This design comes from an exercise in tuning for small area, a short achievable clock period and few clock cycles per item on the open sky130 flow, not from production work.
No activity file was given, so power comes from the tool's default toggle rates.

Setup of before:
// mapu_nxn
module mapu_nxn
#(
  parameter int DATA_WIDTH = 16,
  parameter int N          = 4,
  parameter int SATURATE   = 0
) (
  input  logic                     clk,
  input  logic                     reset_n,
  input  logic                     i_en,
  input  logic [1:0]               i_op,
  output logic                     o_of,
  input  logic                     i_vld,
  output logic                     o_rdy,
  input  logic [N*DATA_WIDTH-1:0]  i_row,
  output logic                     o_vld,
  input  logic                     i_rdy,
  output logic [N*DATA_WIDTH-1:0]  o_row
);
Size: roughly 4,000 cells after synthesis, about 140 I/O pins, ~43,000 µm² of cells after synthesis.
Settings: LEC_CHECK=0, CAP_MARGIN=20, CORE_MARGIN=2, CORE_UTILIZATION=40, SLEW_MARGIN=20; clock period 16.0 ns.
standard.sh (not shown) runs the stock make flow with config.mk's settings and CLKGATE_MAP_FILE= SYNTH_SCRIPT=/design/flow/synth_recipe.tcl, a recipe that flattens the netlist after the stock synthesis.
==> flow/flow/run.sh <==
#!/bin/bash
# Standard ORFS layout (the standard.sh) with two changes: repair_timing aims at a setup
# margin of 11 ns under the design's SDC, and the port buffers are buf_2 cells.
bash standard.sh SETUP_SLACK_MARGIN=11 "BUFFER_PORTS_ARGS=-buffer_cell sky130_fd_sc_hd__buf_2" finish > standard.log 2>&1
Setup changes, before to after
-- flow/design.v --
<<< before, line 491
  logic          c_vld_q, c_vld_d;      
  logic [IW-1:0] out_q, out_d;
  logic          hold_q, hold_d;        
  logic          rdy_q, rdy_d;
  logic in_a, take, deliver, c_free, step, copy, r_mul, r_last, op_done, a_shift;
  logic take_dp, shift_dp, c_free_dp, step_dp, copy_dp, park_dp, a_in_dp, drain_dp;
  logic [RW-1:0] a_head_d;
  logic [RW-1:0] acc_row;
>>> after, line 491
  logic          c_vld_q, c_vld_d;      
  logic [IW-1:0] out_q, out_d;
  logic          rdy_q, rdy_d;
  logic in_a, take, deliver, c_free, step, copy, r_mul, r_last, op_done, a_shift;
  logic take_dp, shift_dp, c_free_dp, step_dp, copy_dp;
  logic [RW-1:0] a_head_d;
  logic [RW-1:0] acc_row;
<<< before, line 508
  assign copy    = t_pend_q & c_free;
  assign op_done = step & r_last & (r_k_q == LAST);
  assign a_shift = a_in_dp | drain_dp | step_dp;
  assign take_dp   = i_vld & rdy_q;
  assign shift_dp  = c_vld_q & i_rdy;
>>> after, line 507
  assign copy    = t_pend_q & c_free;
  assign op_done = step & r_last & (r_k_q == LAST);
  assign a_shift = (take & in_a) | step;
  assign take_dp   = i_vld & rdy_q;
  assign shift_dp  = c_vld_q & i_rdy;
<<< before, line 514
  assign step_dp   = r_vld_q & (c_own_q | c_free_dp);
  assign copy_dp   = t_pend_q & c_free_dp;
  assign park_dp   = take_dp & in_a & t_pend_q & ~copy_dp;
  assign a_in_dp   = take_dp & in_a & ~park_dp;
  assign drain_dp  = hold_q & copy_dp;
  always_comb begin
    in_cnt_d = in_cnt_q;
>>> after, line 513
  assign step_dp   = r_vld_q & (c_own_q | c_free_dp);
  assign copy_dp   = t_pend_q & c_free_dp;
  always_comb begin
    in_cnt_d = in_cnt_q;
<<< before, line 528
    c_vld_d  = c_vld_q;
    out_d    = out_q;
    hold_d   = hold_q;
    if (deliver) begin
      out_d = out_q + 1'b1;
>>> after, line 524
    c_vld_d  = c_vld_q;
    out_d    = out_q;
    if (deliver) begin
      out_d = out_q + 1'b1;
<<< before, line 543
    end
    if (copy) begin
      hold_d   = 1'b0;
      t_pend_d = 1'b0;
      c_vld_d  = 1'b1;
>>> after, line 538
    end
    if (copy) begin
      t_pend_d = 1'b0;
      c_vld_d  = 1'b1;
<<< before, line 551
      if (in_cnt_q == '0) in_op_d = i_op;
      if (in_a) begin
        if (t_pend_q & ~copy) hold_d = 1'b1;
        if (in_cnt_q == (IW+1)'(N - 1) && in_op_q == OP_ENC_TRANSPOSE) begin
          in_cnt_d = '0;
>>> after, line 545
      if (in_cnt_q == '0) in_op_d = i_op;
      if (in_a) begin
        if (in_cnt_q == (IW+1)'(N - 1) && in_op_q == OP_ENC_TRANSPOSE) begin
          in_cnt_d = '0;
<<< before, line 574
      c_vld_d  = 1'b0;
      out_d    = '0;
      hold_d   = 1'b0;
    end
    if (~in_cnt_d[IW])
      rdy_d = ~hold_d & (t_pend_d | ~r_vld_d | (c_own_d & (r_op_d != OP_ENC_MUL || pass_d == LAST)));
    else
      rdy_d = ~r_vld_d | ((r_op_d != OP_ENC_MUL || pass_d == LAST) & (c_own_d | ~c_vld_d));
>>> after, line 567
      c_vld_d  = 1'b0;
      out_d    = '0;
    end
    if (~in_cnt_d[IW])
      rdy_d = ~t_pend_d & (~r_vld_d | (c_own_d & (r_op_d != OP_ENC_MUL || pass_d == LAST)));
    else
      rdy_d = ~r_vld_d | ((r_op_d != OP_ENC_MUL || pass_d == LAST) & (c_own_d | ~c_vld_d));
<<< before, line 597
  );
  always_ff @(posedge clk) begin
    if (a_in_dp | drain_dp | step_dp) begin
      for (int j = 0; j < N - 1; j++) a_q[j] <= a_q[j+1];
      a_q[N-1] <= a_in_dp ? i_row : drain_dp ? r_q : a_q[0];
    end
    if ((take_dp & ~in_a) | park_dp) r_q <= (in_op_q == OP_ENC_SUB) ? ~i_row : i_row;
    ae_q   <= (r_op_d == OP_ENC_MUL) ? a_head_d[r_k_d*DW +: DW] : DW'(1);
    selc_q <= (r_op_d == OP_ENC_MUL) & (r_k_d != '0);
>>> after, line 589
  );
  always_ff @(posedge clk) begin
    if ((take_dp & in_a) | step_dp) begin
      for (int j = 0; j < N - 1; j++) a_q[j] <= a_q[j+1];
      a_q[N-1] <= (take_dp & in_a) ? i_row : a_q[0];
    end
    if (take_dp & ~in_a) r_q <= (in_op_q == OP_ENC_SUB) ? ~i_row : i_row;
    ae_q   <= (r_op_d == OP_ENC_MUL) ? a_head_d[r_k_d*DW +: DW] : DW'(1);
    selc_q <= (r_op_d == OP_ENC_MUL) & (r_k_d != '0);
<<< before, line 632
      out_q    <= '0;
      rdy_q    <= 1'b1;
      hold_q   <= 1'b0;
    end else begin
      in_cnt_q <= in_cnt_d;
>>> after, line 624
      out_q    <= '0;
      rdy_q    <= 1'b1;
    end else begin
      in_cnt_q <= in_cnt_d;
<<< before, line 645
      out_q    <= out_d;
      rdy_q    <= rdy_d;
      hold_q   <= hold_d;
    end
  end
>>> after, line 636
      out_q    <= out_d;
      rdy_q    <= rdy_d;
    end
  end
Findings:
- Having completed the whole flow, after delivered a layout that passed the timing, DRC and antenna checks.
- From before to after the numbers moved as follows: count of flip-flops and latches ~0 delta, switching power +0.00024 W, clock power ~0 delta, global-route usage -1.3 points.
- [after] sequential share of the synthesized area rose 2.5 points relative to before
- On total standard cell area after synthesis: between after and before, it ends up lower for after.
- before → after: number of standard cells in the final layout excluding fillers down 4.0%; non-clock buffer count down about 19%; worst setup slack up 0.031 ns; via count of the first global-routing pass down 2.7%.
- after consumes more power than before does.
- The flip-flop and latch count after synthesis on after is in line with that on before.
- Headroom to the max-slew limit, after and before: higher on after
No functional check of the RTL was part of any run of this note.

static timing again, ports no longer ideal:
How much do the figures lean on ideal ports? The routed layouts below were timed once more, with nothing changed but the port constraints. Step 1 assumes that a clkbuf_16 drives the clock port and a buf_2 every other input. Step 2, shift: input delay + t, output delay - t, t = (earliest + latest rising clock arrival at the registers) / 2. This alone moves slack from input paths to output paths. Three values: no drivers, after step 1, after step 2; two values: the first two.
run	t, ns	setup slack, ns	worst setup path after step 2	clock arrival spread, ns	worst data-port slew with drivers (ns)
before	0.704	10.684 / 10.684 / 10.273	input to register	0.054 / 0.055	0.08
after	0.692	10.715 / 10.715 / 10.288	input to register	0.050 / 0.050	0.06
After both steps setup and hold are still met in every run listed. For after, which loses most, drivers alone change the setup slack by 0.000 ns; drivers and shift together by -0.427 ns.
